Source: an optimization exercise on an open RTL-to-GDS flow (aim: small area, a short achievable clock period and few clock cycles). Production flows keep margins and buffers that such runs may drop.
In this exercise RTL edits were held to simulation tests only and were not proved equivalent to the original.
Power figures rest on the tool's default switching activity, not on a simulated workload.

--- flow/flow/run.sh ---
#!/bin/bash
# Layout flow: the standard flow (standard.sh) with two changes.
#  1. The port buffers are buf_2 cells instead of the clkdlybuf4s50_1 delay
#     cells that buffer_ports picks by default; every port still gets one.
#  2. After the standard synthesis (run unchanged), fa_polarity.py re-chooses
#     the polarity of each full-adder cell (a full adder is self-dual) so that
#     fewer inverters sit between them. Registers and all other cells are kept.
#     simeq.py compares the netlists by random simulation of every register
#     input and output; if they differ, the standard netlist is used as is.
set -euo pipefail
export BUFFER_PORTS_ARGS="-buffer_cell sky130_fd_sc_hd__buf_2"
R=orfs/results/${FLOW_PLATFORM}/matrix_mac_top/base
LIB=${FLOW_HOME}/platforms/${FLOW_PLATFORM}/lib/sky130_fd_sc_hd__tt_025C_1v80.lib

bash standard.sh synth > standard_synth.log 2>&1
cp "$R/1_2_yosys.v" "$R/1_2_yosys_standard.v"
if python3 flow/fa_polarity.py "$R/1_2_yosys_standard.v" polarity.v > fa_polarity.log 2>&1 &&
   python3 flow/simeq.py "$LIB" "$R/1_2_yosys_standard.v" polarity.v > simeq.log 2>&1; then
  cp polarity.v "$R/1_2_yosys.v"
  rm -f "$R/1_synth.odb" "$R/1_synth.sdc"
else
  echo "polarity step not used" >> fa_polarity.log
fi
bash standard.sh > standard_flow.log 2>&1
--- flow/flow/fa_polarity.py ---
#!/usr/bin/env python3
"""Re-choose the polarity of full-adder cells in a mapped netlist.

A full adder is self-dual: FA(~a, ~b, ~c) = (~sum, ~cout). Synthesis leaves
many inverters between full adders; this script picks, for each fa_* cell,
whether it computes the true or the inverted values so that as few inverters
as possible are needed, then rebuilds the inverters between cells. Inverters
that drive a port or a net named in an assign are kept. Registers and all
other cells are left as they are.
usage: fa_polarity.py IN.v OUT.v
"""
import math
import random
import re
import sys
from collections import defaultdict

OUT_PINS = {"X", "Y", "Q", "Q_N", "SUM", "COUT", "HI", "LO"}
src = open(sys.argv[1]).read()

m = re.search(r"\bmodule\s+(\S+)\s*\((.*?)\);", src, re.S)
inst_re = re.compile(r"^\s*(sky130_fd_sc_hd__\w+)\s+(\S+)\s*\((.*?)\);\s*$", re.S | re.M)
pin_re = re.compile(r"\.(\w+)\(\s*(.*?)\s*\)\s*(?:,|$)", re.S)

insts = []
for im in inst_re.finditer(src):
    typ, name, body = im.group(1), im.group(2), im.group(3)
    pins = {}
    for p, n in pin_re.findall(body):
        pins[p] = n.strip()
    insts.append([typ, name, pins, im.start(), im.end()])

ports = set()
for d in re.finditer(r"^\s*(input|output|inout)\s+(?:\[[^\]]*\]\s*)?(.*?);", src, re.M):
    for n in d.group(2).split(","):
        ports.add(n.strip())
assign_nets = set()
for a in re.finditer(r"^\s*assign\s+(.*?)\s*=\s*(.*?);", src, re.M):
    for side in a.groups():
        for tok in re.findall(r"\\\S+|[A-Za-z_][\w$]*(?:\s*\[\d+\])?", side):
            assign_nets.add(tok.strip())


def base_name(n):
    # a bit of a port vector: "name [3]" or "name[3]" -> name
    return re.sub(r"\s*\[\d+\]$", "", n)


def is_inv(t):
    return re.match(r"sky130_fd_sc_hd__(clk)?inv_\d+$", t) is not None


def is_fa(t):
    return re.match(r"sky130_fd_sc_hd__fa_\d+$", t) is not None


driver = {}
for i, (t, n, pins, _, _) in enumerate(insts):
    for p, net in pins.items():
        if p in OUT_PINS:
            driver[net] = (i, p)

fixed = set()
for i, (t, n, pins, _, _) in enumerate(insts):
    if is_inv(t):
        y = pins["Y"]
        if y in assign_nets or base_name(y) in ports or y in ports:
            fixed.add(i)


def source(net, depth=0):
    """(base net, polarity) of a net, looking through removable inverters."""
    d = driver.get(net)
    if d is None or depth > 20:
        return net, 0
    i, p = d
    if is_inv(insts[i][0]) and i not in fixed:
        b, pol = source(insts[i][2]["A"], depth + 1)
        return b, pol ^ 1
    return net, 0


# consumers: (inst, pin, base, pol)
cons = []
for i, (t, n, pins, _, _) in enumerate(insts):
    if is_inv(t) and i not in fixed:
        continue
    for p, net in pins.items():
        if p in OUT_PINS:
            continue
        b, pol = source(net)
        cons.append((i, p, b, pol))

def pinned(net):
    return net in assign_nets or net in ports or base_name(net) in ports


# a full adder that drives a port or an assigned net keeps its polarity
fa_ids = [i for i, x in enumerate(insts) if is_fa(x[0])
          and not any(pinned(x[2].get(p, "")) for p in ("SUM", "COUT"))]
flip = defaultdict(int)
by_base = defaultdict(list)
for k, (i, p, b, pol) in enumerate(cons):
    by_base[b].append(k)
fa_inputs = defaultdict(list)
for k, (i, p, b, pol) in enumerate(cons):
    if is_fa(insts[i][0]):
        fa_inputs[i].append(k)


def avail(b):
    d = driver.get(b)
    if d and is_fa(insts[d[0]][0]):
        return flip[d[0]]
    return 0


def req(k):
    i, p, b, pol = cons[k]
    return pol ^ (flip[i] if is_fa(insts[i][0]) else 0)


def cost_base(b):
    a = avail(b)
    return int(any(req(k) != a for k in by_base[b]))


def local_cost(f):
    bases = {cons[k][2] for k in fa_inputs[f]}
    for p in ("SUM", "COUT"):
        if p in insts[f][2]:
            bases.add(insts[f][2][p])
    return sum(cost_base(b) for b in bases)


before = sum(cost_base(b) for b in by_base)
rng = random.Random(1)
cur = before
best = (cur, dict(flip))
# simulated annealing over the flips, then keep the best state seen
steps = 400 * max(1, len(fa_ids))
temp0, temp1 = 1.5, 0.05
for it in range(steps):
    temp = temp0 * (temp1 / temp0) ** (it / steps)
    f = fa_ids[rng.randrange(len(fa_ids))] if fa_ids else None
    if f is None:
        break
    c0 = local_cost(f)
    flip[f] ^= 1
    c1 = local_cost(f)
    d = c1 - c0
    if d <= 0 or rng.random() < math.exp(-d / temp):
        cur += d
        if cur < best[0]:
            best = (cur, dict(flip))
    else:
        flip[f] ^= 1
flip = defaultdict(int, best[1])
after = sum(cost_base(b) for b in by_base)
n_old = sum(1 for i, x in enumerate(insts) if is_inv(x[0]) and i not in fixed)
sys.stderr.write(f"fa_polarity: {len(fa_ids)} full adders, {sum(flip.values())} flipped; "
                 f"inverters {n_old} -> {after} (estimate before {before})\n")

# rebuild
new_inv = {}
out_lines = []
cnt = 0


def inv_of(b):
    global cnt
    if b not in new_inv:
        cnt += 1
        new_inv[b] = (f"_fapol_{cnt}_", f"_fapol_{cnt}_y")
    return new_inv[b][1]


rewired = defaultdict(dict)
for k, (i, p, b, pol) in enumerate(cons):
    r = req(k)
    a = avail(b)
    if b.startswith("1'b") and r != a:
        rewired[i][p] = "1'b1" if b == "1'b0" else "1'b0"
    else:
        rewired[i][p] = b if r == a else inv_of(b)

def esc(v):
    # an escaped identifier ends at white space
    return v + " " if v.startswith("\\") else v


pieces = []
last = 0
wires = []
for i, (t, n, pins, s0, s1) in enumerate(insts):
    pieces.append(src[last:s0])
    last = s1
    if is_inv(t) and i not in fixed:
        continue
    newpins = dict(pins)
    newpins.update(rewired.get(i, {}))
    body = ",\n".join(f"    .{p}({esc(v)})" for p, v in newpins.items())
    pieces.append(f"  {t} {n} (\n{body}\n  );")
pieces.append(src[last:])
text = "".join(pieces)
decl = "".join(f"  wire {y};\n" for (_, y) in new_inv.values())
cells = "".join(f"  sky130_fd_sc_hd__inv_1 {n} (\n    .A({esc(b)}),\n    .Y({y})\n  );\n"
                for b, (n, y) in new_inv.items())
endpos = text.rindex("endmodule")
text = text[:endpos] + cells + text[endpos:]
# declarations right after the module header
hdr_end = text.index(";", text.index("module")) + 1
text = text[:hdr_end] + "\n" + decl + text[hdr_end:]
open(sys.argv[2], "w").write(text)
sys.stderr.write(f"fa_polarity: wrote {len(new_inv)} inverters\n")
--- flow/flow/simeq.py ---
#!/usr/bin/env python3
"""Random-simulation comparison of two mapped netlists with the same registers
and ports: every register input and every output must match for random values
of the inputs and register outputs. usage: simeq.py LIB A.v B.v"""
import re, sys, random

lib = open(sys.argv[1]).read()
funcs = {}
seq = set()
for m in re.finditer(r'cell\s*\(\s*"?(sky130_fd_sc_hd__\w+)"?\s*\)\s*\{', lib):
    name = m.group(1)
    start = m.end()
    depth = 1
    i = start
    while depth:
        c = lib[i]
        if c == '{': depth += 1
        elif c == '}': depth -= 1
        i += 1
    body = lib[start:i]
    if re.search(r'\b(ff|latch)\s*\(', body):
        seq.add(name)
    fs = {}
    for pm in re.finditer(r'pin\s*\(\s*"?(\w+)"?\s*\)\s*\{([^{}]*)', body):
        f = re.search(r'function\s*:\s*"([^"]*)"', pm.group(2))
        if f:
            fs[pm.group(1)] = f.group(1)
    funcs[name] = fs

def pyexpr(f):
    f = f.replace('!', ' ~').replace('*', '&').replace('+', '|')
    f = re.sub(r'(\w)\s+(?=[\w(~])', r'\1 & ', f)
    f = re.sub(r'\)\s+(?=[\w(~])', r') & ', f)
    return f

inst_re = re.compile(r"^\s*(sky130_fd_sc_hd__\w+)\s+(\S+)\s*\((.*?)\);\s*$", re.S | re.M)
pin_re = re.compile(r"\.(\w+)\(\s*(.*?)\s*\)\s*(?:,|$)", re.S)

def load(path):
    src = open(path).read()
    insts = []
    for im in inst_re.finditer(src):
        pins = {p: n.strip() for p, n in pin_re.findall(im.group(3))}
        insts.append((im.group(1), im.group(2), pins))
    assigns = []
    for a in re.finditer(r"^\s*assign\s+(.*?)\s*=\s*(.*?)\s*;", src, re.M):
        assigns.append((a.group(1).strip(), a.group(2).strip()))
    outs = []
    for d in re.finditer(r"^\s*output\s+(?:\[(\d+):(\d+)\]\s*)?(\S+?)\s*;", src, re.M):
        if d.group(1):
            for b in range(int(d.group(2)), int(d.group(1)) + 1):
                outs.append(f"{d.group(3)}[{b}]")
        else:
            outs.append(d.group(3))
    return insts, assigns, outs

def norm(n):
    n = n.strip()
    if n.startswith('\\'):
        n = n[1:]
    return re.sub(r'\s+\[', '[', n)

def simulate(path, rnd_vals, W):
    insts, assigns, outs = load(path)
    val = {"1'b0": 0, "1'b1": (1 << W) - 1}
    drv = {}
    regs = {}
    for t, n, pins in insts:
        if t in seq:
            regs[n] = pins
            for p in ('Q', 'Q_N'):
                if p in pins:
                    key = 'Q:' + n
                    if key not in rnd_vals:
                        rnd_vals[key] = random.getrandbits(W)
                    q = rnd_vals[key]
                    val[norm(pins[p])] = q if p == 'Q' else ~q & ((1 << W) - 1)
            continue
        for p, f in funcs[t].items():
            if p in pins:
                drv[norm(pins[p])] = (t, pins, p)
    alias = {norm(l): norm(r) for l, r in assigns}
    mask = (1 << W) - 1
    sys.setrecursionlimit(100000)
    def get(n):
        n = norm(n)
        if n in val:
            return val[n]
        if n in drv:
            t, pins, p = drv[n]
            env = {}
            for q in re.findall(r'[A-Za-z_]\w*', funcs[t][p]):
                env[q] = get(pins[q])
            v = eval(pyexpr(funcs[t][p]), {}, env) & mask
        elif n in alias:
            v = get(alias[n])
        else:
            key = 'I:' + n
            if key not in rnd_vals:
                rnd_vals[key] = random.getrandbits(W)
            v = rnd_vals[key]
        val[n] = v
        return v
    res = {}
    for n, pins in regs.items():
        for p in ('D', 'RESET_B', 'SET_B', 'DE'):
            if p in pins:
                res[f'{n}.{p}'] = get(pins[p])
    for o in outs:
        res['O:' + o] = get(o)
    return res

random.seed(1)
rv = {}
W = 256
a = simulate(sys.argv[2], rv, W)
b = simulate(sys.argv[3], rv, W)
bad = [k for k in a if a[k] != b.get(k)]
missing = [k for k in a if k not in b] + [k for k in b if k not in a]
print(f"compared {len(a)} points; {len(bad)} differ; {len(missing)} unmatched")
for k in bad[:10]:
    print(" differ:", k)
sys.exit(1 if bad or missing else 0)
--- flow/standard.sh ---
#!/bin/bash
# synth_recipe.tcl (not shown) runs the flow's synth.tcl, then flattens the netlist and writes it again
# the make line also repeats each setting of config.mk as NAME=value (left out here)
make -C /OpenROAD-flow-scripts/flow DESIGN_CONFIG=/design/flow/config.mk WORK_HOME=/design/flow/orfs CLKGATE_MAP_FILE= SYNTH_SCRIPT=/design/flow/synth_recipe.tcl "${@:-finish}"
--- flow/config.mk ---
export PLATFORM = sky130hd
export DESIGN_NAME = matrix_mac_top
export DESIGN_NICKNAME = matrix_mac_top
export VERILOG_FILES = /design/flow/design.v
export SDC_FILE = /design/flow/constraint.sdc
export NUM_CORES = 4
export LEC_CHECK = 0
export CAP_MARGIN = 20
export CORE_MARGIN = 2
export CORE_UTILIZATION = 50
export SETUP_SLACK_MARGIN = 2.0
export SLEW_MARGIN = 20
--- flow/constraint.sdc ---
create_clock -name core_clock -period 8.0 [get_ports {dca_port_11}]
set_input_delay 1.6000 -clock core_clock [delete_from_list [all_inputs] [get_ports {dca_port_11}]]
set_output_delay 1.6000 -clock core_clock [all_outputs]
set_load 0.01 [all_outputs]
--- flow/design.v ---
`timescale 1ns/1ns
package mac_pkg;
  typedef enum logic [1:0] {
    OP_ADD   = 2'd0,
    OP_SUB   = 2'd1,
    OP_EWMUL = 2'd2,
    OP_OUTER = 2'd3
  } op_e;
  localparam int STEP_W = 4;
endpackage
`timescale 1ns/1ns
module mac_inst_reg
#(
  parameter int MATRIX_DIM = 4
)
(
  input  logic                                 dca_port_11,
  input  logic                                 dca_port_17,
  input  logic                                 i_load,
  input  logic [1:0]                           i_opcode,
  input  logic                                 i_init_acc,
  input  logic [MATRIX_DIM-1:0]                i_row_mask,
  input  logic [MATRIX_DIM-1:0]                i_col_mask,
  output logic [1:0]                           o_inst_opcode,
  output logic                                 o_inst_init_acc,
  output logic [MATRIX_DIM*MATRIX_DIM-1:0]     o_inst_elem_en
);
  localparam int NUM_ELEM = MATRIX_DIM * MATRIX_DIM;
  logic [NUM_ELEM-1:0] elem_en_nxt;
  always_comb
  begin
    for (int r = 0; r < MATRIX_DIM; r++)
      for (int c = 0; c < MATRIX_DIM; c++)
        elem_en_nxt[r*MATRIX_DIM + c] = i_row_mask[r] & i_col_mask[c];
  end
  always_ff @(posedge dca_port_11 or negedge dca_port_17)
  begin
    if (!dca_port_17)
    begin
      o_inst_opcode   <= mac_pkg::OP_ADD;
      o_inst_init_acc <= 1'b0;
      o_inst_elem_en  <= '0;
    end
    else if (i_load)
    begin
      o_inst_opcode   <= i_opcode;
      o_inst_init_acc <= i_init_acc;
      o_inst_elem_en  <= elem_en_nxt;
    end
  end
endmodule
`timescale 1ns/1ns
module mac_seq
(
  input  logic                       dca_port_11,
  input  logic                       dca_port_17,
  input  logic                       i_start,
  input  logic                       i_clear,
  input  logic [1:0]                 i_opcode,
  input  logic [mac_pkg::STEP_W-1:0] i_steps,
  output logic                       o_run,
  output logic                       o_first,
  output logic                       o_done
);
  logic [mac_pkg::STEP_W-1:0] remain;
  logic [mac_pkg::STEP_W-1:0] remain_nxt;
  always_comb
  begin
    remain_nxt = i_steps - 1'b1;
    if ((i_opcode != mac_pkg::OP_OUTER) || (i_steps == '0))
      remain_nxt = '0;
  end
  always_ff @(posedge dca_port_11 or negedge dca_port_17)
  begin
    if (!dca_port_17)
    begin
      o_run   <= 1'b0;
      o_first <= 1'b0;
      o_done  <= 1'b0;
      remain  <= '0;
    end
    else if (!o_run)
    begin
      o_done <= 1'b0;
      if (i_start && !i_clear)
      begin
        o_run   <= 1'b1;
        o_first <= 1'b1;
        remain  <= remain_nxt;
      end
    end
    else
    begin
      o_first <= 1'b0;
      remain  <= remain - 1'b1;
      if (i_clear || (remain == '0))
        o_run <= 1'b0;
      o_done <= !i_clear && (remain == '0);
    end
  end
endmodule
`timescale 1ns/1ns
module mac_lane
#(
  parameter int ELEM_W = 16
)
(
  input  logic              dca_port_11,
  input  logic              dca_port_17,
  input  logic              i_outer,
  input  logic              i_g_outer,
  input  logic              i_g_ewmul,
  input  logic              i_g_addsub,
  input  logic              i_keep,
  input  logic              i_sub,
  input  logic              i_cin,
  input  logic [ELEM_W-1:0] i_l_rc,
  input  logic [ELEM_W-1:0] i_r_rc,
  input  logic [ELEM_W-1:0] i_l_r0,
  input  logic [ELEM_W-1:0] i_r_0c,
  output logic [ELEM_W-1:0] o_val
);
  logic [ELEM_W-2:0] bank_s;
  logic [ELEM_W-1:0] bank_k;
  logic              top_a;
  logic              top_b;
  logic              top_c;
  logic [ELEM_W-1:0] op_a;
  logic [ELEM_W-1:0] op_b;
  logic [ELEM_W-1:0] op_s;
  logic [ELEM_W-1:0] op_k;
  logic              op_t;
  logic [ELEM_W-2:0] row0;
  logic [ELEM_W-2:0] row1;
  logic [ELEM_W-2:0] nxt_s;
  logic [ELEM_W-1:0] nxt_k;
  logic              nxt_a;
  logic              nxt_b;
  logic              nxt_c;
  logic pp1;
  logic pp2;
  logic pp3;
  logic pp4;
  logic pp5;
  logic pp6;
  logic pp7;
  logic pp8;
  logic pp9;
  logic pp10;
  logic pp11;
  logic pp12;
  logic pp13;
  logic pp14;
  logic pp15;
  logic pp16;
  logic pp17;
  logic pp18;
  logic pp19;
  logic pp20;
  logic pp21;
  logic pp22;
  logic pp23;
  logic pp24;
  logic pp25;
  logic pp26;
  logic pp27;
  logic pp28;
  logic pp29;
  logic pp30;
  logic pp31;
  logic pp32;
  logic pp33;
  logic pp34;
  logic pp35;
  logic pp36;
  logic pp37;
  logic pp38;
  logic pp39;
  logic pp40;
  logic pp41;
  logic pp42;
  logic pp43;
  logic pp44;
  logic pp45;
  logic pp46;
  logic pp47;
  logic pp48;
  logic pp49;
  logic pp50;
  logic pp51;
  logic pp52;
  logic pp53;
  logic pp54;
  logic pp55;
  logic pp56;
  logic pp57;
  logic pp58;
  logic pp59;
  logic pp60;
  logic pp61;
  logic pp62;
  logic pp63;
  logic pp64;
  logic pp65;
  logic pp66;
  logic pp67;
  logic pp68;
  logic pp69;
  logic pp70;
  logic pp71;
  logic pp72;
  logic pp73;
  logic pp74;
  logic pp75;
  logic pp76;
  logic pp77;
  logic pp78;
  logic pp79;
  logic pp80;
  logic pp81;
  logic pp82;
  logic pp83;
  logic pp84;
  logic pp85;
  logic pp86;
  logic pp87;
  logic pp88;
  logic pp89;
  logic pp90;
  logic pp91;
  logic pp92;
  logic pp93;
  logic pp94;
  logic pp95;
  logic pp96;
  logic pp97;
  logic pp98;
  logic pp99;
  logic pp100;
  logic pp101;
  logic pp102;
  logic pp103;
  logic pp104;
  logic pp105;
  logic pp106;
  logic pp107;
  logic pp108;
  logic pp109;
  logic pp110;
  logic pp111;
  logic pp112;
  logic pp113;
  logic pp114;
  logic pp115;
  logic pp116;
  logic pp117;
  logic pp118;
  logic pp119;
  logic pp120;
  logic pp121;
  logic pp122;
  logic pp123;
  logic pp124;
  logic pp125;
  logic pp126;
  logic pp127;
  logic pp128;
  logic pp129;
  logic pp130;
  logic pp131;
  logic pp132;
  logic pp133;
  logic pp134;
  logic pp135;
  logic pp136;
  logic s137;
  logic c138;
  logic s139;
  logic c140;
  logic s141;
  logic c142;
  logic s143;
  logic c144;
  logic s145;
  logic c146;
  logic s147;
  logic c148;
  logic s149;
  logic c150;
  logic s151;
  logic c152;
  logic s153;
  logic c154;
  logic s155;
  logic c156;
  logic s157;
  logic c158;
  logic s159;
  logic c160;
  logic s161;
  logic c162;
  logic s163;
  logic c164;
  logic s165;
  logic c166;
  logic s167;
  logic c168;
  logic s169;
  logic c170;
  logic s171;
  logic c172;
  logic s173;
  logic c174;
  logic s175;
  logic c176;
  logic s177;
  logic c178;
  logic s179;
  logic c180;
  logic s181;
  logic c182;
  logic s183;
  logic c184;
  logic s185;
  logic c186;
  logic s187;
  logic c188;
  logic s189;
  logic c190;
  logic s191;
  logic c192;
  logic s193;
  logic c194;
  logic s195;
  logic c196;
  logic s197;
  logic c198;
  logic s199;
  logic c200;
  logic s201;
  logic c202;
  logic s203;
  logic c204;
  logic s205;
  logic c206;
  logic s207;
  logic c208;
  logic s209;
  logic c210;
  logic s211;
  logic c212;
  logic s213;
  logic c214;
  logic s215;
  logic c216;
  logic s217;
  logic c218;
  logic s219;
  logic c220;
  logic s221;
  logic c222;
  logic s223;
  logic c224;
  logic s225;
  logic c226;
  logic s227;
  logic c228;
  logic s229;
  logic c230;
  logic s231;
  logic c232;
  logic s233;
  logic c234;
  logic s235;
  logic c236;
  logic s237;
  logic c238;
  logic s239;
  logic c240;
  logic s241;
  logic c242;
  logic s243;
  logic c244;
  logic s245;
  logic c246;
  logic s247;
  logic c248;
  logic s249;
  logic c250;
  logic s251;
  logic c252;
  logic s253;
  logic c254;
  logic s255;
  logic c256;
  logic s257;
  logic c258;
  logic s259;
  logic c260;
  logic s261;
  logic c262;
  logic s263;
  logic c264;
  logic s265;
  logic c266;
  logic s267;
  logic c268;
  logic s269;
  logic c270;
  logic s271;
  logic c272;
  logic s273;
  logic c274;
  logic s275;
  logic c276;
  logic s277;
  logic c278;
  logic s279;
  logic c280;
  logic s281;
  logic c282;
  logic s283;
  logic c284;
  logic s285;
  logic c286;
  logic s287;
  logic c288;
  logic s289;
  logic c290;
  logic s291;
  logic c292;
  logic s293;
  logic c294;
  logic s295;
  logic c296;
  logic s297;
  logic c298;
  logic s299;
  logic c300;
  logic s301;
  logic c302;
  logic s303;
  logic c304;
  logic s305;
  logic c306;
  logic s307;
  logic c308;
  logic s309;
  logic c310;
  logic s311;
  logic c312;
  logic s313;
  logic c314;
  logic s315;
  logic c316;
  logic s317;
  logic c318;
  logic s319;
  logic c320;
  logic s321;
  logic c322;
  logic s323;
  logic c324;
  logic s325;
  logic c326;
  logic s327;
  logic c328;
  logic s329;
  logic c330;
  logic s331;
  logic c332;
  logic s333;
  logic c334;
  logic s335;
  logic c336;
  logic s337;
  logic c338;
  logic s339;
  logic c340;
  logic s341;
  logic c342;
  logic s343;
  logic c344;
  logic s345;
  logic c346;
  logic s347;
  logic c348;
  assign op_a = i_outer ? i_l_r0 : i_l_rc;
  assign op_b = (i_r_0c & {ELEM_W{i_g_outer}}) | (i_r_rc & {ELEM_W{i_g_ewmul}}) |
                {{(ELEM_W-1){1'b0}}, i_g_addsub};
  assign op_s = ({top_a, bank_s} & {ELEM_W{i_keep}}) |
                ((i_r_rc ^ {ELEM_W{i_sub}}) & {ELEM_W{i_g_addsub}});
  assign op_k = bank_k & {ELEM_W{i_keep}};
  assign op_t = (top_b ^ top_c) & i_keep;
  assign pp1 = op_a[0] & op_b[0];
  assign pp2 = op_a[1] & op_b[0];
  assign pp3 = op_a[2] & op_b[0];
  assign pp4 = op_a[3] & op_b[0];
  assign pp5 = op_a[4] & op_b[0];
  assign pp6 = op_a[5] & op_b[0];
  assign pp7 = op_a[6] & op_b[0];
  assign pp8 = op_a[7] & op_b[0];
  assign pp9 = op_a[8] & op_b[0];
  assign pp10 = op_a[9] & op_b[0];
  assign pp11 = op_a[10] & op_b[0];
  assign pp12 = op_a[11] & op_b[0];
  assign pp13 = op_a[12] & op_b[0];
  assign pp14 = op_a[13] & op_b[0];
  assign pp15 = op_a[14] & op_b[0];
  assign pp16 = op_a[15] & op_b[0];
  assign pp17 = op_a[0] & op_b[1];
  assign pp18 = op_a[1] & op_b[1];
  assign pp19 = op_a[2] & op_b[1];
  assign pp20 = op_a[3] & op_b[1];
  assign pp21 = op_a[4] & op_b[1];
  assign pp22 = op_a[5] & op_b[1];
  assign pp23 = op_a[6] & op_b[1];
  assign pp24 = op_a[7] & op_b[1];
  assign pp25 = op_a[8] & op_b[1];
  assign pp26 = op_a[9] & op_b[1];
  assign pp27 = op_a[10] & op_b[1];
  assign pp28 = op_a[11] & op_b[1];
  assign pp29 = op_a[12] & op_b[1];
  assign pp30 = op_a[13] & op_b[1];
  assign pp31 = op_a[14] & op_b[1];
  assign pp32 = op_a[0] & op_b[2];
  assign pp33 = op_a[1] & op_b[2];
  assign pp34 = op_a[2] & op_b[2];
  assign pp35 = op_a[3] & op_b[2];
  assign pp36 = op_a[4] & op_b[2];
  assign pp37 = op_a[5] & op_b[2];
  assign pp38 = op_a[6] & op_b[2];
  assign pp39 = op_a[7] & op_b[2];
  assign pp40 = op_a[8] & op_b[2];
  assign pp41 = op_a[9] & op_b[2];
  assign pp42 = op_a[10] & op_b[2];
  assign pp43 = op_a[11] & op_b[2];
  assign pp44 = op_a[12] & op_b[2];
  assign pp45 = op_a[13] & op_b[2];
  assign pp46 = op_a[0] & op_b[3];
  assign pp47 = op_a[1] & op_b[3];
  assign pp48 = op_a[2] & op_b[3];
  assign pp49 = op_a[3] & op_b[3];
  assign pp50 = op_a[4] & op_b[3];
  assign pp51 = op_a[5] & op_b[3];
  assign pp52 = op_a[6] & op_b[3];
  assign pp53 = op_a[7] & op_b[3];
  assign pp54 = op_a[8] & op_b[3];
  assign pp55 = op_a[9] & op_b[3];
  assign pp56 = op_a[10] & op_b[3];
  assign pp57 = op_a[11] & op_b[3];
  assign pp58 = op_a[12] & op_b[3];
  assign pp59 = op_a[0] & op_b[4];
  assign pp60 = op_a[1] & op_b[4];
  assign pp61 = op_a[2] & op_b[4];
  assign pp62 = op_a[3] & op_b[4];
  assign pp63 = op_a[4] & op_b[4];
  assign pp64 = op_a[5] & op_b[4];
  assign pp65 = op_a[6] & op_b[4];
  assign pp66 = op_a[7] & op_b[4];
  assign pp67 = op_a[8] & op_b[4];
  assign pp68 = op_a[9] & op_b[4];
  assign pp69 = op_a[10] & op_b[4];
  assign pp70 = op_a[11] & op_b[4];
  assign pp71 = op_a[0] & op_b[5];
  assign pp72 = op_a[1] & op_b[5];
  assign pp73 = op_a[2] & op_b[5];
  assign pp74 = op_a[3] & op_b[5];
  assign pp75 = op_a[4] & op_b[5];
  assign pp76 = op_a[5] & op_b[5];
  assign pp77 = op_a[6] & op_b[5];
  assign pp78 = op_a[7] & op_b[5];
  assign pp79 = op_a[8] & op_b[5];
  assign pp80 = op_a[9] & op_b[5];
  assign pp81 = op_a[10] & op_b[5];
  assign pp82 = op_a[0] & op_b[6];
  assign pp83 = op_a[1] & op_b[6];
  assign pp84 = op_a[2] & op_b[6];
  assign pp85 = op_a[3] & op_b[6];
  assign pp86 = op_a[4] & op_b[6];
  assign pp87 = op_a[5] & op_b[6];
  assign pp88 = op_a[6] & op_b[6];
  assign pp89 = op_a[7] & op_b[6];
  assign pp90 = op_a[8] & op_b[6];
  assign pp91 = op_a[9] & op_b[6];
  assign pp92 = op_a[0] & op_b[7];
  assign pp93 = op_a[1] & op_b[7];
  assign pp94 = op_a[2] & op_b[7];
  assign pp95 = op_a[3] & op_b[7];
  assign pp96 = op_a[4] & op_b[7];
  assign pp97 = op_a[5] & op_b[7];
  assign pp98 = op_a[6] & op_b[7];
  assign pp99 = op_a[7] & op_b[7];
  assign pp100 = op_a[8] & op_b[7];
  assign pp101 = op_a[0] & op_b[8];
  assign pp102 = op_a[1] & op_b[8];
  assign pp103 = op_a[2] & op_b[8];
  assign pp104 = op_a[3] & op_b[8];
  assign pp105 = op_a[4] & op_b[8];
  assign pp106 = op_a[5] & op_b[8];
  assign pp107 = op_a[6] & op_b[8];
  assign pp108 = op_a[7] & op_b[8];
  assign pp109 = op_a[0] & op_b[9];
  assign pp110 = op_a[1] & op_b[9];
  assign pp111 = op_a[2] & op_b[9];
  assign pp112 = op_a[3] & op_b[9];
  assign pp113 = op_a[4] & op_b[9];
  assign pp114 = op_a[5] & op_b[9];
  assign pp115 = op_a[6] & op_b[9];
  assign pp116 = op_a[0] & op_b[10];
  assign pp117 = op_a[1] & op_b[10];
  assign pp118 = op_a[2] & op_b[10];
  assign pp119 = op_a[3] & op_b[10];
  assign pp120 = op_a[4] & op_b[10];
  assign pp121 = op_a[5] & op_b[10];
  assign pp122 = op_a[0] & op_b[11];
  assign pp123 = op_a[1] & op_b[11];
  assign pp124 = op_a[2] & op_b[11];
  assign pp125 = op_a[3] & op_b[11];
  assign pp126 = op_a[4] & op_b[11];
  assign pp127 = op_a[0] & op_b[12];
  assign pp128 = op_a[1] & op_b[12];
  assign pp129 = op_a[2] & op_b[12];
  assign pp130 = op_a[3] & op_b[12];
  assign pp131 = op_a[0] & op_b[13];
  assign pp132 = op_a[1] & op_b[13];
  assign pp133 = op_a[2] & op_b[13];
  assign pp134 = op_a[0] & op_b[14];
  assign pp135 = op_a[1] & op_b[14];
  assign pp136 = op_a[0] & op_b[15];
  assign s137 = i_cin ^ op_s[0] ^ pp1;
  assign c138 = (i_cin & op_s[0]) | (i_cin & pp1) | (op_s[0] & pp1);
  assign s139 = op_s[1] ^ pp2 ^ pp17;
  assign c140 = (op_s[1] & pp2) | (op_s[1] & pp17) | (pp2 & pp17);
  assign s141 = op_s[2] ^ pp3 ^ pp18;
  assign c142 = (op_s[2] & pp3) | (op_s[2] & pp18) | (pp3 & pp18);
  assign s143 = pp32 ^ c140 ^ s141;
  assign c144 = (pp32 & c140) | (pp32 & s141) | (c140 & s141);
  assign s145 = op_s[3] ^ pp4 ^ pp19;
  assign c146 = (op_s[3] & pp4) | (op_s[3] & pp19) | (pp4 & pp19);
  assign s147 = pp33 ^ pp46 ^ c142;
  assign c148 = (pp33 & pp46) | (pp33 & c142) | (pp46 & c142);
  assign s149 = s145 ^ c144 ^ s147;
  assign c150 = (s145 & c144) | (s145 & s147) | (c144 & s147);
  assign s151 = op_s[4] ^ pp5 ^ pp20;
  assign c152 = (op_s[4] & pp5) | (op_s[4] & pp20) | (pp5 & pp20);
  assign s153 = pp34 ^ pp47 ^ pp59;
  assign c154 = (pp34 & pp47) | (pp34 & pp59) | (pp47 & pp59);
  assign s155 = c146 ^ s151 ^ s153;
  assign c156 = (c146 & s151) | (c146 & s153) | (s151 & s153);
  assign s157 = c148 ^ s155 ^ c150;
  assign c158 = (c148 & s155) | (c148 & c150) | (s155 & c150);
  assign s159 = op_s[5] ^ pp6 ^ pp21;
  assign c160 = (op_s[5] & pp6) | (op_s[5] & pp21) | (pp6 & pp21);
  assign s161 = pp35 ^ pp48 ^ pp60;
  assign c162 = (pp35 & pp48) | (pp35 & pp60) | (pp48 & pp60);
  assign s163 = pp71 ^ c152 ^ c154;
  assign c164 = (pp71 & c152) | (pp71 & c154) | (c152 & c154);
  assign s165 = s159 ^ s161 ^ c156;
  assign c166 = (s159 & s161) | (s159 & c156) | (s161 & c156);
  assign s167 = s163 ^ s165 ^ c158;
  assign c168 = (s163 & s165) | (s163 & c158) | (s165 & c158);
  assign s169 = op_s[6] ^ pp7 ^ pp22;
  assign c170 = (op_s[6] & pp7) | (op_s[6] & pp22) | (pp7 & pp22);
  assign s171 = pp36 ^ pp49 ^ pp61;
  assign c172 = (pp36 & pp49) | (pp36 & pp61) | (pp49 & pp61);
  assign s173 = pp72 ^ pp82 ^ c160;
  assign c174 = (pp72 & pp82) | (pp72 & c160) | (pp82 & c160);
  assign s175 = c162 ^ s169 ^ s171;
  assign c176 = (c162 & s169) | (c162 & s171) | (s169 & s171);
  assign s177 = c164 ^ s173 ^ s175;
  assign c178 = (c164 & s173) | (c164 & s175) | (s173 & s175);
  assign s179 = c166 ^ s177 ^ c168;
  assign c180 = (c166 & s177) | (c166 & c168) | (s177 & c168);
  assign s181 = op_s[7] ^ pp8 ^ pp23;
  assign c182 = (op_s[7] & pp8) | (op_s[7] & pp23) | (pp8 & pp23);
  assign s183 = pp37 ^ pp50 ^ pp62;
  assign c184 = (pp37 & pp50) | (pp37 & pp62) | (pp50 & pp62);
  assign s185 = pp73 ^ pp83 ^ pp92;
  assign c186 = (pp73 & pp83) | (pp73 & pp92) | (pp83 & pp92);
  assign s187 = c170 ^ c172 ^ s181;
  assign c188 = (c170 & c172) | (c170 & s181) | (c172 & s181);
  assign s189 = s183 ^ s185 ^ c174;
  assign c190 = (s183 & s185) | (s183 & c174) | (s185 & c174);
  assign s191 = c176 ^ s187 ^ s189;
  assign c192 = (c176 & s187) | (c176 & s189) | (s187 & s189);
  assign s193 = c178 ^ s191 ^ c180;
  assign c194 = (c178 & s191) | (c178 & c180) | (s191 & c180);
  assign s195 = op_s[8] ^ op_k[8] ^ pp9;
  assign c196 = (op_s[8] & op_k[8]) | (op_s[8] & pp9) | (op_k[8] & pp9);
  assign s197 = pp24 ^ pp38 ^ pp51;
  assign c198 = (pp24 & pp38) | (pp24 & pp51) | (pp38 & pp51);
  assign s199 = pp63 ^ pp74 ^ pp84;
  assign c200 = (pp63 & pp74) | (pp63 & pp84) | (pp74 & pp84);
  assign s201 = pp93 ^ pp101 ^ c182;
  assign c202 = (pp93 & pp101) | (pp93 & c182) | (pp101 & c182);
  assign s203 = c184 ^ c186 ^ s195;
  assign c204 = (c184 & c186) | (c184 & s195) | (c186 & s195);
  assign s205 = s197 ^ s199 ^ c188;
  assign c206 = (s197 & s199) | (s197 & c188) | (s199 & c188);
  assign s207 = s201 ^ s203 ^ c190;
  assign c208 = (s201 & s203) | (s201 & c190) | (s203 & c190);
  assign s209 = s205 ^ c192 ^ s207;
  assign c210 = (s205 & c192) | (s205 & s207) | (c192 & s207);
  assign s211 = op_s[9] ^ pp10 ^ pp25;
  assign c212 = (op_s[9] & pp10) | (op_s[9] & pp25) | (pp10 & pp25);
  assign s213 = pp39 ^ pp52 ^ pp64;
  assign c214 = (pp39 & pp52) | (pp39 & pp64) | (pp52 & pp64);
  assign s215 = pp75 ^ pp85 ^ pp94;
  assign c216 = (pp75 & pp85) | (pp75 & pp94) | (pp85 & pp94);
  assign s217 = pp102 ^ pp109 ^ c196;
  assign c218 = (pp102 & pp109) | (pp102 & c196) | (pp109 & c196);
  assign s219 = c198 ^ c200 ^ s211;
  assign c220 = (c198 & c200) | (c198 & s211) | (c200 & s211);
  assign s221 = s213 ^ s215 ^ c202;
  assign c222 = (s213 & s215) | (s213 & c202) | (s215 & c202);
  assign s223 = c204 ^ s217 ^ s219;
  assign c224 = (c204 & s217) | (c204 & s219) | (s217 & s219);
  assign s225 = c206 ^ s221 ^ s223;
  assign c226 = (c206 & s221) | (c206 & s223) | (s221 & s223);
  assign s227 = c208 ^ s225 ^ c210;
  assign c228 = (c208 & s225) | (c208 & c210) | (s225 & c210);
  assign s229 = op_s[10] ^ pp11 ^ pp26;
  assign c230 = (op_s[10] & pp11) | (op_s[10] & pp26) | (pp11 & pp26);
  assign s231 = pp40 ^ pp53 ^ pp65;
  assign c232 = (pp40 & pp53) | (pp40 & pp65) | (pp53 & pp65);
  assign s233 = pp76 ^ pp86 ^ pp95;
  assign c234 = (pp76 & pp86) | (pp76 & pp95) | (pp86 & pp95);
  assign s235 = pp103 ^ pp110 ^ pp116;
  assign c236 = (pp103 & pp110) | (pp103 & pp116) | (pp110 & pp116);
  assign s237 = c212 ^ c214 ^ c216;
  assign c238 = (c212 & c214) | (c212 & c216) | (c214 & c216);
  assign s239 = s229 ^ s231 ^ s233;
  assign c240 = (s229 & s231) | (s229 & s233) | (s231 & s233);
  assign s241 = s235 ^ c218 ^ c220;
  assign c242 = (s235 & c218) | (s235 & c220) | (c218 & c220);
  assign s243 = s237 ^ s239 ^ c222;
  assign c244 = (s237 & s239) | (s237 & c222) | (s239 & c222);
  assign s245 = c224 ^ s241 ^ s243;
  assign c246 = (c224 & s241) | (c224 & s243) | (s241 & s243);
  assign s247 = c226 ^ s245 ^ c228;
  assign c248 = (c226 & s245) | (c226 & c228) | (s245 & c228);
  assign s249 = op_s[11] ^ pp12 ^ pp27;
  assign c250 = (op_s[11] & pp12) | (op_s[11] & pp27) | (pp12 & pp27);
  assign s251 = pp41 ^ pp54 ^ pp66;
  assign c252 = (pp41 & pp54) | (pp41 & pp66) | (pp54 & pp66);
  assign s253 = pp77 ^ pp87 ^ pp96;
  assign c254 = (pp77 & pp87) | (pp77 & pp96) | (pp87 & pp96);
  assign s255 = pp104 ^ pp111 ^ pp117;
  assign c256 = (pp104 & pp111) | (pp104 & pp117) | (pp111 & pp117);
  assign s257 = pp122 ^ c230 ^ c232;
  assign c258 = (pp122 & c230) | (pp122 & c232) | (c230 & c232);
  assign s259 = c234 ^ c236 ^ s249;
  assign c260 = (c234 & c236) | (c234 & s249) | (c236 & s249);
  assign s261 = s251 ^ s253 ^ s255;
  assign c262 = (s251 & s253) | (s251 & s255) | (s253 & s255);
  assign s263 = c238 ^ c240 ^ s257;
  assign c264 = (c238 & c240) | (c238 & s257) | (c240 & s257);
  assign s265 = s259 ^ s261 ^ c242;
  assign c266 = (s259 & s261) | (s259 & c242) | (s261 & c242);
  assign s267 = s263 ^ c244 ^ s265;
  assign c268 = (s263 & c244) | (s263 & s265) | (c244 & s265);
  assign s269 = c246 ^ s267 ^ c248;
  assign c270 = (c246 & s267) | (c246 & c248) | (s267 & c248);
  assign s271 = op_s[12] ^ op_k[12] ^ pp13;
  assign c272 = (op_s[12] & op_k[12]) | (op_s[12] & pp13) | (op_k[12] & pp13);
  assign s273 = pp28 ^ pp42 ^ pp55;
  assign c274 = (pp28 & pp42) | (pp28 & pp55) | (pp42 & pp55);
  assign s275 = pp67 ^ pp78 ^ pp88;
  assign c276 = (pp67 & pp78) | (pp67 & pp88) | (pp78 & pp88);
  assign s277 = pp97 ^ pp105 ^ pp112;
  assign c278 = (pp97 & pp105) | (pp97 & pp112) | (pp105 & pp112);
  assign s279 = pp118 ^ pp123 ^ pp127;
  assign c280 = (pp118 & pp123) | (pp118 & pp127) | (pp123 & pp127);
  assign s281 = c250 ^ c252 ^ c254;
  assign c282 = (c250 & c252) | (c250 & c254) | (c252 & c254);
  assign s283 = c256 ^ s271 ^ s273;
  assign c284 = (c256 & s271) | (c256 & s273) | (s271 & s273);
  assign s285 = s275 ^ s277 ^ s279;
  assign c286 = (s275 & s277) | (s275 & s279) | (s277 & s279);
  assign s287 = c258 ^ c260 ^ c262;
  assign c288 = (c258 & c260) | (c258 & c262) | (c260 & c262);
  assign s289 = s281 ^ s283 ^ s285;
  assign c290 = (s281 & s283) | (s281 & s285) | (s283 & s285);
  assign s291 = c264 ^ s287 ^ s289;
  assign c292 = (c264 & s287) | (c264 & s289) | (s287 & s289);
  assign s293 = c266 ^ s291 ^ c268;
  assign c294 = (c266 & s291) | (c266 & c268) | (s291 & c268);
  assign s295 = op_s[13] ^ pp14 ^ pp29;
  assign c296 = (op_s[13] & pp14) | (op_s[13] & pp29) | (pp14 & pp29);
  assign s297 = pp43 ^ pp56 ^ pp68;
  assign c298 = (pp43 & pp56) | (pp43 & pp68) | (pp56 & pp68);
  assign s299 = pp79 ^ pp89 ^ pp98;
  assign c300 = (pp79 & pp89) | (pp79 & pp98) | (pp89 & pp98);
  assign s301 = pp106 ^ pp113 ^ pp119;
  assign c302 = (pp106 & pp113) | (pp106 & pp119) | (pp113 & pp119);
  assign s303 = pp124 ^ pp128 ^ pp131;
  assign c304 = (pp124 & pp128) | (pp124 & pp131) | (pp128 & pp131);
  assign s305 = c272 ^ c274 ^ c276;
  assign c306 = (c272 & c274) | (c272 & c276) | (c274 & c276);
  assign s307 = c278 ^ c280 ^ s295;
  assign c308 = (c278 & c280) | (c278 & s295) | (c280 & s295);
  assign s309 = s297 ^ s299 ^ s301;
  assign c310 = (s297 & s299) | (s297 & s301) | (s299 & s301);
  assign s311 = s303 ^ c282 ^ c284;
  assign c312 = (s303 & c282) | (s303 & c284) | (c282 & c284);
  assign s313 = c286 ^ s305 ^ s307;
  assign c314 = (c286 & s305) | (c286 & s307) | (s305 & s307);
  assign s315 = s309 ^ c288 ^ c290;
  assign c316 = (s309 & c288) | (s309 & c290) | (c288 & c290);
  assign s317 = s311 ^ s313 ^ c292;
  assign c318 = (s311 & s313) | (s311 & c292) | (s313 & c292);
  assign s319 = s315 ^ s317 ^ c294;
  assign c320 = (s315 & s317) | (s315 & c294) | (s317 & c294);
  assign s321 = op_s[14] ^ pp15 ^ pp30;
  assign c322 = (op_s[14] & pp15) | (op_s[14] & pp30) | (pp15 & pp30);
  assign s323 = pp44 ^ pp57 ^ pp69;
  assign c324 = (pp44 & pp57) | (pp44 & pp69) | (pp57 & pp69);
  assign s325 = pp80 ^ pp90 ^ pp99;
  assign c326 = (pp80 & pp90) | (pp80 & pp99) | (pp90 & pp99);
  assign s327 = pp107 ^ pp114 ^ pp120;
  assign c328 = (pp107 & pp114) | (pp107 & pp120) | (pp114 & pp120);
  assign s329 = pp125 ^ pp129 ^ pp132;
  assign c330 = (pp125 & pp129) | (pp125 & pp132) | (pp129 & pp132);
  assign s331 = pp134 ^ c296 ^ c298;
  assign c332 = (pp134 & c296) | (pp134 & c298) | (c296 & c298);
  assign s333 = c300 ^ c302 ^ c304;
  assign c334 = (c300 & c302) | (c300 & c304) | (c302 & c304);
  assign s335 = s321 ^ s323 ^ s325;
  assign c336 = (s321 & s323) | (s321 & s325) | (s323 & s325);
  assign s337 = s327 ^ s329 ^ c306;
  assign c338 = (s327 & s329) | (s327 & c306) | (s329 & c306);
  assign s339 = c308 ^ c310 ^ s331;
  assign c340 = (c308 & c310) | (c308 & s331) | (c310 & s331);
  assign s341 = s333 ^ s335 ^ c312;
  assign c342 = (s333 & s335) | (s333 & c312) | (s335 & c312);
  assign s343 = s337 ^ c314 ^ s339;
  assign c344 = (s337 & c314) | (s337 & s339) | (c314 & s339);
  assign s345 = c316 ^ s341 ^ s343;
  assign c346 = (c316 & s341) | (c316 & s343) | (s341 & s343);
  assign s347 = c318 ^ s345 ^ c320;
  assign c348 = (c318 & s345) | (c318 & c320) | (s345 & c320);
  logic c_top;
  assign row0 = {s347, s319, s293, s269, s247, s227, s209, s193, s179, s167, s157, s149, s143, c138, s137};
  assign row1 = {1'b0, 1'b0, c270, 1'b0, 1'b0, 1'b0, c194, 1'b0, 1'b0, 1'b0, 1'b0, 1'b0, 1'b0, s139, 1'b0};
  assign {nxt_k[8], nxt_s[7:0]} = row0[7:0] + row1[7:0];
  assign {nxt_k[12], nxt_s[11:8]} = row0[11:8] + row1[11:8];
  assign {c_top, nxt_s[14:12]} = row0[14:12] + row1[14:12];
  assign nxt_k[0] = 1'b0;
  assign nxt_k[1] = 1'b0;
  assign nxt_k[2] = 1'b0;
  assign nxt_k[3] = 1'b0;
  assign nxt_k[4] = 1'b0;
  assign nxt_k[5] = 1'b0;
  assign nxt_k[6] = 1'b0;
  assign nxt_k[7] = 1'b0;
  assign nxt_k[9] = 1'b0;
  assign nxt_k[10] = 1'b0;
  assign nxt_k[11] = 1'b0;
  assign nxt_k[13] = 1'b0;
  assign nxt_k[14] = 1'b0;
  assign nxt_k[15] = 1'b0;
  assign nxt_a = pp16 ^ pp31 ^ pp45 ^ pp58 ^ pp70 ^ pp81 ^ pp91 ^ pp100 ^ pp108 ^ pp115 ^ pp121 ^ pp126 ^ pp130 ^ pp133 ^ pp135 ^ pp136 ^ op_s[15] ^ op_t;
  assign nxt_b = c322 ^ c324 ^ c326 ^ c328 ^ c330 ^ c332 ^ c334 ^ c336 ^ c338 ^ c340 ^ c342 ^ c344 ^ c346;
  assign nxt_c = c348 ^ c_top;
  always_ff @(posedge dca_port_11 or negedge dca_port_17)
  begin
    if (!dca_port_17)
    begin
      bank_s <= '0;
      bank_k <= '0;
      top_a  <= 1'b0;
      top_b  <= 1'b0;
      top_c  <= 1'b0;
    end
    else
    begin
      bank_s <= nxt_s;
      bank_k <= nxt_k;
      top_a  <= nxt_a;
      top_b  <= nxt_b;
      top_c  <= nxt_c;
    end
  end
  logic oc8;
  logic oc9;
  logic oc10;
  logic oc11;
  logic oc12;
  logic oc13;
  logic oc14;
  assign o_val[0] = bank_s[0];
  assign o_val[1] = bank_s[1];
  assign o_val[2] = bank_s[2];
  assign o_val[3] = bank_s[3];
  assign o_val[4] = bank_s[4];
  assign o_val[5] = bank_s[5];
  assign o_val[6] = bank_s[6];
  assign o_val[7] = bank_s[7];
  assign o_val[8] = bank_s[8] ^ bank_k[8];
  assign oc8 = bank_s[8] & bank_k[8];
  assign o_val[9] = bank_s[9] ^ oc8;
  assign oc9 = bank_s[9] & oc8;
  assign o_val[10] = bank_s[10] ^ oc9;
  assign oc10 = bank_s[10] & oc9;
  assign o_val[11] = bank_s[11] ^ oc10;
  assign oc11 = bank_s[11] & oc10;
  assign o_val[12] = bank_s[12] ^ bank_k[12] ^ oc11;
  assign oc12 = (bank_s[12] & bank_k[12]) | (bank_s[12] & oc11) | (bank_k[12] & oc11);
  assign o_val[13] = bank_s[13] ^ oc12;
  assign oc13 = bank_s[13] & oc12;
  assign o_val[14] = bank_s[14] ^ oc13;
  assign oc14 = bank_s[14] & oc13;
  assign o_val[15] = top_a ^ top_b ^ top_c ^ oc14;
endmodule
`timescale 1ns/1ns
module mac_datapath
#(
  parameter int MATRIX_DIM = 4,
  parameter int ELEM_W     = 16
)
(
  input  logic                                    dca_port_11,
  input  logic                                    dca_port_17,
  input  logic                                    i_run,
  input  logic [MATRIX_DIM*MATRIX_DIM-1:0]        i_elem_en,
  input  logic [1:0]                              i_op,
  input  logic                                    i_acc,
  input  logic [MATRIX_DIM*MATRIX_DIM*ELEM_W-1:0] i_lhs,
  input  logic [MATRIX_DIM*MATRIX_DIM*ELEM_W-1:0] i_rhs,
  output logic [MATRIX_DIM*MATRIX_DIM*ELEM_W-1:0] o_result
);
  logic outer;
  logic ewmul;
  logic addsub;
  logic sub;
  assign outer  = (i_op == mac_pkg::OP_OUTER);
  assign ewmul  = (i_op == mac_pkg::OP_EWMUL);
  assign addsub = (i_op == mac_pkg::OP_ADD) || (i_op == mac_pkg::OP_SUB);
  assign sub    = (i_op == mac_pkg::OP_SUB);
  for (genvar r = 0; r < MATRIX_DIM; r++)
  begin : g_row
    for (genvar c = 0; c < MATRIX_DIM; c++)
    begin : g_col
      localparam int IDX = r*MATRIX_DIM + c;
      logic we;
      assign we = i_run & i_elem_en[IDX];
      mac_lane #(.ELEM_W(ELEM_W)) mac_lane_i
      (
        .dca_port_11 (dca_port_11),
        .dca_port_17 (dca_port_17),
        .i_outer     (outer),
        .i_g_outer   (we & outer),
        .i_g_ewmul   (we & ewmul),
        .i_g_addsub  (we & addsub),
        .i_keep      (!we || (outer && i_acc)),
        .i_sub       (sub),
        .i_cin       (we & sub),
        .i_l_rc      (i_lhs[IDX*ELEM_W +: ELEM_W]),
        .i_r_rc      (i_rhs[IDX*ELEM_W +: ELEM_W]),
        .i_l_r0      (i_lhs[(r*MATRIX_DIM)*ELEM_W +: ELEM_W]),
        .i_r_0c      (i_rhs[c*ELEM_W +: ELEM_W]),
        .o_val       (o_result[IDX*ELEM_W +: ELEM_W])
      );
    end
  end
endmodule
`timescale 1ns/1ns
`timescale 1ns/1ns
module matrix_mac_top
#(
  parameter int MATRIX_DIM = 4,
  parameter int ELEM_W     = 16
)
(
  input  logic                                    dca_port_11,
  input  logic                                    dca_port_17,
  input  logic                                    i_start,
  input  logic                                    i_clear,
  input  logic [1:0]                              i_opcode,
  input  logic                                    i_init_acc,
  input  logic [MATRIX_DIM-1:0]                   i_row_mask,
  input  logic [MATRIX_DIM-1:0]                   i_col_mask,
  input  logic [mac_pkg::STEP_W-1:0]              i_steps,
  input  logic [MATRIX_DIM*MATRIX_DIM*ELEM_W-1:0] i_lhs,
  input  logic [MATRIX_DIM*MATRIX_DIM*ELEM_W-1:0] i_rhs,
  output logic                                    o_busy,
  output logic                                    o_step_req,
  output logic                                    o_done,
  output logic [MATRIX_DIM*MATRIX_DIM*ELEM_W-1:0] o_result
);
  logic                             run;
  logic                             first;
  logic [1:0]                       inst_opcode;
  logic                             inst_init_acc;
  logic [MATRIX_DIM*MATRIX_DIM-1:0] inst_elem_en;
  mac_seq mac_seq_i
  (
    .dca_port_11 (dca_port_11),
    .dca_port_17 (dca_port_17),
    .i_start     (i_start),
    .i_clear     (i_clear),
    .i_opcode    (i_opcode),
    .i_steps     (i_steps),
    .o_run       (run),
    .o_first     (first),
    .o_done      (o_done)
  );
  mac_inst_reg #(.MATRIX_DIM(MATRIX_DIM)) mac_inst_reg_i
  (
    .dca_port_11     (dca_port_11),
    .dca_port_17     (dca_port_17),
    .i_load          (!run),
    .i_opcode        (i_opcode),
    .i_init_acc      (i_init_acc),
    .i_row_mask      (i_row_mask),
    .i_col_mask      (i_col_mask),
    .o_inst_opcode   (inst_opcode),
    .o_inst_init_acc (inst_init_acc),
    .o_inst_elem_en  (inst_elem_en)
  );
  mac_datapath #(.MATRIX_DIM(MATRIX_DIM), .ELEM_W(ELEM_W)) mac_datapath_i
  (
    .dca_port_11 (dca_port_11),
    .dca_port_17 (dca_port_17),
    .i_run       (run),
    .i_elem_en   (inst_elem_en),
    .i_op        (inst_opcode),
    .i_acc       (!(first && inst_init_acc)),
    .i_lhs       (i_lhs),
    .i_rhs       (i_rhs),
    .o_result    (o_result)
  );
  assign o_busy     = run;
  assign o_step_req = run;
endmodule
==> impl_results.html, run 1 <==
<table>
<tr><th>Metric</th><th>Value</th></tr>
<tr><th colspan="2">Synthesis</th></tr>
<tr><td>Cells after Synth</td><td>8006</td></tr>
<tr><td>Syn_area_per_cell</td><td>9.66 µm²</td></tr>
<tr><td>Post-synthesis cell area</td><td>77400 µm²</td></tr>
<tr><td>Net count of the mapped netlist</td><td>10400</td></tr>
<tr><td>Number of warnings issued by yosys</td><td>3</td></tr>
<tr><th colspan="2">Timing</th></tr>
<tr><td>Total negative slack for setup checks</td><td>0 ps</td></tr>
<tr><td>Final hold violation count</td><td>0</td></tr>
<tr><td>Hold Worst Slack</td><td>500 ps</td></tr>
<tr><td>Pin slew with the least headroom to its limit</td><td>1240 ps</td></tr>
<tr><td>Max Clock Skew</td><td>25.9 ps</td></tr>
<tr><td>Max-slew violation count</td><td>0</td></tr>
<tr><td>Final critical-path required period</td><td>6010 ps</td></tr>
<tr><td>Maximum operating frequency</td><td>167 MHz</td></tr>
<tr><td>Final period util</td><td>75.1%</td></tr>
<tr><td>RSZ-0062 raised after global routing</td><td>true</td></tr>
<tr><td>Setup Viol. Count Final</td><td>0</td></tr>
<tr><td>Worst slew margin</td><td>17.4%</td></tr>
<tr><th colspan="2">Placement</th></tr>
<tr><td>GPL Wtd Cong</td><td>1.02</td></tr>
<tr><td>Final HPWL from detailed placement</td><td>261 mm</td></tr>
<tr><td>Port Buffers</td><td>789</td></tr>
<tr><th colspan="2">Critical path</th></tr>
<tr><td>Data arrival time of the worst path</td><td>6570 ps</td></tr>
<tr><td>Setup crit start kind</td><td>input pin</td></tr>
<tr><td>Depth of the worst register-to-register path</td><td>17</td></tr>
<tr><td>Crit-path leading delay family</td><td>adder cells</td></tr>
<tr><td>Critical Path Sink Type</td><td>register</td></tr>
<tr><td>Worst R2R Setup Slack</td><td>2050 ps</td></tr>
<tr><td>Worst path slowest cell</td><td>sky130_fd_sc_hd__a21oi_1</td></tr>
<tr><td>Maximum fanout along the worst path</td><td>5</td></tr>
<tr><td>Ordered list of cells on the worst path</td><td>buf_2, and3_1, a21oi_1, nor2_1, fa_1, fa_1, fa_1, fa_1, fa_1, fa_1, fa_1, inv_1, nor2_1, nand2_1, xor2_1</td></tr>
<tr><td>Startpoint of the most critical register-to-register path</td><td>mac_inst_reg_i.o_inst_opcode[0]</td></tr>
<tr><td>Total buffers and inverters traversed by the critical path</td><td>2</td></tr>
<tr><td>Data required time at the worst endpoint</td><td>8560 ps</td></tr>
<tr><td>Cell repeated most along the worst path</td><td>sky130_fd_sc_hd__fa_1</td></tr>
<tr><td>Path type of the worst setup path</td><td>input pin to register</td></tr>
<tr><td>Stage delay of the slowest cell on the critical path</td><td>570 ps</td></tr>
<tr><th colspan="2">Run</th></tr>
<tr><td>Reported max-cap violation count</td><td>0</td></tr>
<tr><th colspan="2">Clock tree</th></tr>
<tr><td>Skew-Pair Late Insertion Delay</td><td>700 ps</td></tr>
<tr><td>Clock input transition at the sequential cells of the worst setup and hold paths</td><td>60 ps</td></tr>
<tr><td>Number of buffers added by the clock tree synthesis step</td><td>53</td></tr>
<tr><td>Number of H-tree levels</td><td>2</td></tr>
<tr><td>Root buffer selected by CTS</td><td>sky130_fd_sc_hd__clkbuf_16</td></tr>
<tr><td>CTS Buffer Depth</td><td>3</td></tr>
<tr><td>TritonCTS clock tree</td><td>done</td></tr>
<tr><td>Number of clock sinks</td><td>346</td></tr>
<tr><th colspan="2">Die</th></tr>
<tr><td>Standard-cell row count</td><td>144</td></tr>
<tr><td>Horizontal extent of the die</td><td>397 µm</td></tr>
<tr><td>Starting utilization of the core area</td><td>50.3%</td></tr>
<tr><td>Die Span Y</td><td>397 µm</td></tr>
<tr><td>Ports</td><td>790</td></tr>
<tr><td>Overall die area</td><td>158000 µm²</td></tr>
<tr><td>Core ar.</td><td>154000 µm²</td></tr>
<tr><th colspan="2">Final layout</th></tr>
<tr><td>Layout cells sized above 1</td><td>21.6%</td></tr>
<tr><td>Commonest cells after routing, fill and taps aside</td><td>sky130_fd_sc_hd__fa_1 (1661), sky130_fd_sc_hd__nor2_1 (1275), sky130_fd_sc_hd__buf_2 (769)</td></tr>
<tr><td>Filler cell count</td><td>14000</td></tr>
<tr><td>Most frequent standard cell in the layout excluding fill and tap cells</td><td>sky130_fd_sc_hd__fa_1</td></tr>
<tr><td>Fin util</td><td>57.5%</td></tr>
<tr><td>Area Growth Syn to Fin</td><td>14.4%</td></tr>
<tr><td>Net count reported at finish</td><td>11200</td></tr>
<tr><th colspan="2">Global routing</th></tr>
<tr><td>Global route total overflow</td><td>0</td></tr>
<tr><td>Via count of the first global-routing pass</td><td>67300</td></tr>
<tr><td>Number of antenna violations at the first check in global routing</td><td>75</td></tr>
<tr><td>Wire length of the first global-routing pass</td><td>469 mm</td></tr>
<tr><td>Total Routing Usage GR</td><td>41.6%</td></tr>
<tr><td>Maximum number of pins on one net before global-route repair</td><td>127</td></tr>
<tr><th colspan="2">Pwr</th></tr>
<tr><td>Leak Pwr</td><td>43.9 nW</td></tr>
<tr><td>Worst-case vdd ir drop</td><td>0.210 mV</td></tr>
<tr><td>Power per Cell Area</td><td>194 nW/µm²</td></tr>
<tr><th colspan="2">Detailed routing</th></tr>
<tr><td>Routed wire length</td><td>327 mm</td></tr>
<tr><td>Routed vias</td><td>63200</td></tr>
<tr><td>Wire per inst</td><td>30.1 µm</td></tr>
<tr><td>Count of TritonRoute iterations in the first routing pass</td><td>6</td></tr>
<tr><td>Count of unresolved DRC violations after routing</td><td>0</td></tr>
<tr><td>Violation count after the first detailed-route iteration</td><td>6183</td></tr>
<tr><td>Residual antenna-violating net count after detailed routing</td><td>0</td></tr>
<tr><td>Number of vias per cell after detailed routing</td><td>5.83</td></tr>
<tr><th colspan="2">Min path</th></tr>
<tr><td>Number of instances on the worst hold path</td><td>2</td></tr>
<tr><td>Worst hold path class</td><td>register to register</td></tr>
<tr><td>Worst Hold End</td><td>mac_seq_i.o_first</td></tr>
<tr><td>Launch instance of the worst min-delay path</td><td>mac_seq_i.o_first</td></tr>
<tr><th colspan="2">Status</th></tr>
<tr><td>Result of the run</td><td>complete, no violations</td></tr>
</table>
-- power breakdown --
| group | switching, mW | total [mW] | internal (mW) |
|---|---|---|---|
| sequential | 0.663 | 3.18 | 2.52 |
| clock | 1.08 | 2.61 | 1.53 |
| combinational | 6.84 | 11.4 | 4.54 |
| total | 8.57 | 17.2 | 8.59 |
-- registers in the layout, indices dropped and copies added (netlist names) --
register	cells
mac_inst_reg_i.o_inst_opcode	2
mac_datapath_i.g_row.g_col.mac_lane_i.top_c	16
mac_seq_i.o_first	1
mac_datapath_i.g_row.g_col.mac_lane_i.bank_k	32
mac_seq_i.remain	4
mac_inst_reg_i.o_inst_init_acc	1
mac_seq_i.o_run	1
mac_datapath_i.g_row.g_col.mac_lane_i.top_a	16
mac_datapath_i.g_row.g_col.mac_lane_i.top_b	16
mac_inst_reg_i.o_inst_elem_en	16
mac_datapath_i.g_row.g_col.mac_lane_i.bank_s	240
mac_seq_i.o_done	1
-- metal layers --
metal / global-route usage [%] / share of wire [%] / routed length (µm)
met1: 52.2 / 37 / 120000
met2: 61.5 / 44 / 143000
met3: 13.5 / 11 / 37200
met4: 27.6 / 8.0 / 26200
met5: 1.79 / 0.19 / 622
-- worst max-delay path by stage --
| stage | cells after the start | endpoint | start |
|---|---|---|---|
| 6_report | 15 | mac_datapath_i.g_row[3].g_col[2].mac_lane_i.top_c | i_lhs[204] |
| 5_1_grt | 18 | register | mac_inst_reg_i.o_inst_opcode[0] |
| 4_1_cts | 16 | mac_datapath_i.g_row[0].g_col[2].mac_lane_i.top_c | mac_inst_reg_i.o_inst_opcode[0] |
| 3_5_place_dp | 15 | mac_datapath_i.g_row[3].g_col[1].mac_lane_i.top_c | i_lhs[197] |
| 3_3_place_gp | 15 | mac_datapath_i.g_row[3].g_col[1].mac_lane_i.top_c | i_lhs[196] |
| 2_1_floorplan | 17 | mac_datapath_i.g_row[0].g_col[3].mac_lane_i.top_c | i_lhs[7] |
-- repair_timing --
item / in CTS / in global routing
gates cloned: 6 / 5
pin swaps: 6 / 28
gates resized for setup: 197 / 249
hold buffers: 0 / 0
setup endpoints to repair: 171 / 78
setup buffers: 47 / 106
-- worst min-delay path, cell delays in order, from the launching register on --
cell and delay [ps]:
sky130_fd_sc_hd__dfrtp_1 340, sky130_fd_sc_hd__nor2_1 50, sky130_fd_sc_hd__nor2_1 70
-- per-stage QoR --
step / power, mW / instance area [µm²] / cells / setup slack (ps)
global route: 18.4 / 88400 / 10800 / 1940
CTS: 16.9 / 86400 / 10700 / 1910
finish: 17.2 / 88500 / 10800 / 1990
floorplan: 10.4 / 77800 / 8006 / 1960
detailed placement: 14.0 / 83300 / 10500 / 798
global placement: 13.8 / 83300 / 10500 / 796
-- area by class of cell --
class                      count  area (µm²)  area share [%]
multi-input combinational   6514       65400            73.9
sequential                   346        8670            9.80
timing repair buffer        1169        7520            8.50
tap                         2044        2560            2.89
inverter                     632        2380            2.69
clock buffer                  72        1540            1.74
clock inverter                26         315           0.356
antenna                       40         100           0.113
Testbench counts, summed over its fixed seeds: cycles 7,501.
==> run 2: changes to the inputs <==
--- a/flow/config.mk
+++ b/flow/config.mk
@@ -9,3 +9,4 @@
 export CORE_MARGIN = 2
-export CORE_UTILIZATION = 50
+export CORE_UTILIZATION = 40
+export PLACE_DENSITY = 0.75
 export SETUP_SLACK_MARGIN = 2.0
==> run 2 against run 1 <==
  * Clock power increased by 5%
  * First-iteration DRC count grew 13%
  * Worst setup slack got worse by 3.8 ps
  * Die area grew 25%
  * Synthesized area unchanged
  * Non-clock buffer count up 17
  * Combinational power is essentially flat
  * Clock-buffer cell count fell by 7
  * Global-route usage shrank 6.7 points
  * Critical path depth rose by 1
==> impl_results.html, run 2 <==
<table>
<tr><th>Metric</th><th>Value</th></tr>
<tr><th colspan="2">Timing</th></tr>
<tr><td>Final critical-path required period</td><td>6010 ps (about the same)</td></tr>
<tr><td>Hold Worst Slack</td><td>509 ps (was 500 ps)</td></tr>
<tr><td>Max Clock Skew</td><td>15.6 ps (was 25.9 ps)</td></tr>
<tr><th colspan="2">Global routing</th></tr>
<tr><td>Maximum number of pins on one net before global-route repair</td><td>144 (was 127)</td></tr>
<tr><td>Total Routing Usage GR</td><td>34.9% (was 41.6%)</td></tr>
<tr><td>Wire length of the first global-routing pass</td><td>494 mm (was 469 mm)</td></tr>
<tr><th colspan="2">Synthesis</th></tr>
<tr><td>Post-synthesis cell area</td><td>77400 µm² (unchanged)</td></tr>
<tr><th colspan="2">Detailed routing</th></tr>
<tr><td>Routed vias</td><td>65500 (was 63200)</td></tr>
<tr><td>Violation count after the first detailed-route iteration</td><td>6960 (was 6183)</td></tr>
<tr><th colspan="2">Critical path</th></tr>
<tr><td>Total buffers and inverters traversed by the critical path</td><td>3 (was 2)</td></tr>
<tr><td>Cell repeated most along the worst path</td><td>sky130_fd_sc_hd__fa_1 (unchanged)</td></tr>
<tr><td>Stage delay of the slowest cell on the critical path</td><td>530 ps (was 570 ps)</td></tr>
<tr><td>Maximum fanout along the worst path</td><td>9 (was 5)</td></tr>
<tr><th colspan="2">Clock tree</th></tr>
<tr><td>CTS Buffer Depth</td><td>3 (unchanged)</td></tr>
<tr><td>Root buffer selected by CTS</td><td>sky130_fd_sc_hd__clkbuf_16 (unchanged)</td></tr>
<tr><th colspan="2">Die</th></tr>
<tr><td>Core ar.</td><td>192000 µm² (was 154000 µm²)</td></tr>
<tr><td>Ports</td><td>790 (unchanged)</td></tr>
<tr><td>Die Span Y</td><td>444 µm (was 397 µm)</td></tr>
<tr><th colspan="2">Status</th></tr>
<tr><td>Result of the run</td><td>complete, no violations (unchanged)</td></tr>
<tr><th colspan="2">Final layout</th></tr>
<tr><td>Number of flip-flops under the largest register name</td><td>240 (unchanged)</td></tr>
<tr><th colspan="2">Min path</th></tr>
<tr><td>Worst hold path class</td><td>register to register (unchanged)</td></tr>
<tr><th colspan="2">Placement</th></tr>
<tr><td>Total cell area at the placement stage</td><td>83700 µm² (was 83300 µm²)</td></tr>
<tr><td>Port Buffers</td><td>789 (unchanged)</td></tr>
</table>
## run 2: worst min-delay path by stage
stage                                        start                        endpoint  cells past startpoint
detailed placement  mac_inst_reg_i.o_inst_init_acc  mac_inst_reg_i.o_inst_init_acc                      1
floorplan                        mac_seq_i.o_first               mac_seq_i.o_first                      2
CTS                 mac_inst_reg_i.o_inst_init_acc  mac_inst_reg_i.o_inst_init_acc                      1
finish              mac_inst_reg_i.o_inst_init_acc  mac_inst_reg_i.o_inst_init_acc                      1
global route        mac_inst_reg_i.o_inst_init_acc  mac_inst_reg_i.o_inst_init_acc                      1
global placement                 mac_seq_i.o_first               mac_seq_i.o_first                      2
## run 2: area by class of cell
| class | count | area share, % |
|---|---|---|
| Tap cell | 2526 | 3.52 |
| Inverter | 632 | 2.65 |
| Sequential cell | 346 | 9.65 |
| Multi-Input combinational cell | 6516 | 73.0 |
| Timing Repair Buffer | 1186 | 8.75 |
| Clock buffer | 65 | 1.63 |
| Antenna cell | 89 | 0.248 |
| Clock inverter | 35 | 0.517 |
## run 2: through the flow
stage | utilization, % | worst slack [ps]
3_5_place_dp | 43.5 | 614
5_1_grt | 46.7 | 1920
3_3_place_gp | 43.5 | 665
4_1_cts | 45.4 | 1980
6_report | 46.7 | 1990
2_1_floorplan | - | 1960
## run 2: report_power, final
part	internal [mW]	total [mW]	switching, mW
clock network	1.60	2.73	1.13
registers	2.52	3.24	0.721
logic	4.62	11.7	7.13
## run 2: repair_timing
item	4_1_cts	5_1_grt
pin swaps	11	25
cloned	9	12
endpoints found under the setup margin	187	67
endpoints found under the hold margin	0	0
gates resized for setup	236	266
setup buffers	64	121
## run 2: metal layers
layer	share of wire, %	wire length (µm)	vias to the layer above
met1	33	116000	33200
met2	43	149000	4637
met4	13	45900	10
met5	0.017	59	-
li1	-	-	26100
met3	10	36100	1452
## run 2: worst register-to-register path: stages, from the launching register on
cell and delay, ps:
sky130_fd_sc_hd__dfrtp_4 470, sky130_fd_sc_hd__buf_12 130, sky130_fd_sc_hd__buf_8 290, sky130_fd_sc_hd__buf_8 320, sky130_fd_sc_hd__nand2_1 410, sky130_fd_sc_hd__a21oi_1 440, sky130_fd_sc_hd__and2_1 210, sky130_fd_sc_hd__fa_1 440
sky130_fd_sc_hd__fa_1 510, sky130_fd_sc_hd__fa_1 430, sky130_fd_sc_hd__fa_1 400, sky130_fd_sc_hd__fa_1 470, sky130_fd_sc_hd__fa_1 410, sky130_fd_sc_hd__fa_1 500, sky130_fd_sc_hd__inv_1 60, sky130_fd_sc_hd__nor2_1 90
sky130_fd_sc_hd__nand2_1 70, sky130_fd_sc_hd__xor2_1 150

Check on run 2: ideal ports give 1.991 ns setup slack; a clkbuf_16 on the clock port and buf_2 on the inputs give 1.965 ns; moving port delays by the midpoint clock arrival (0.805 ns) as well gives 1.160 ns.
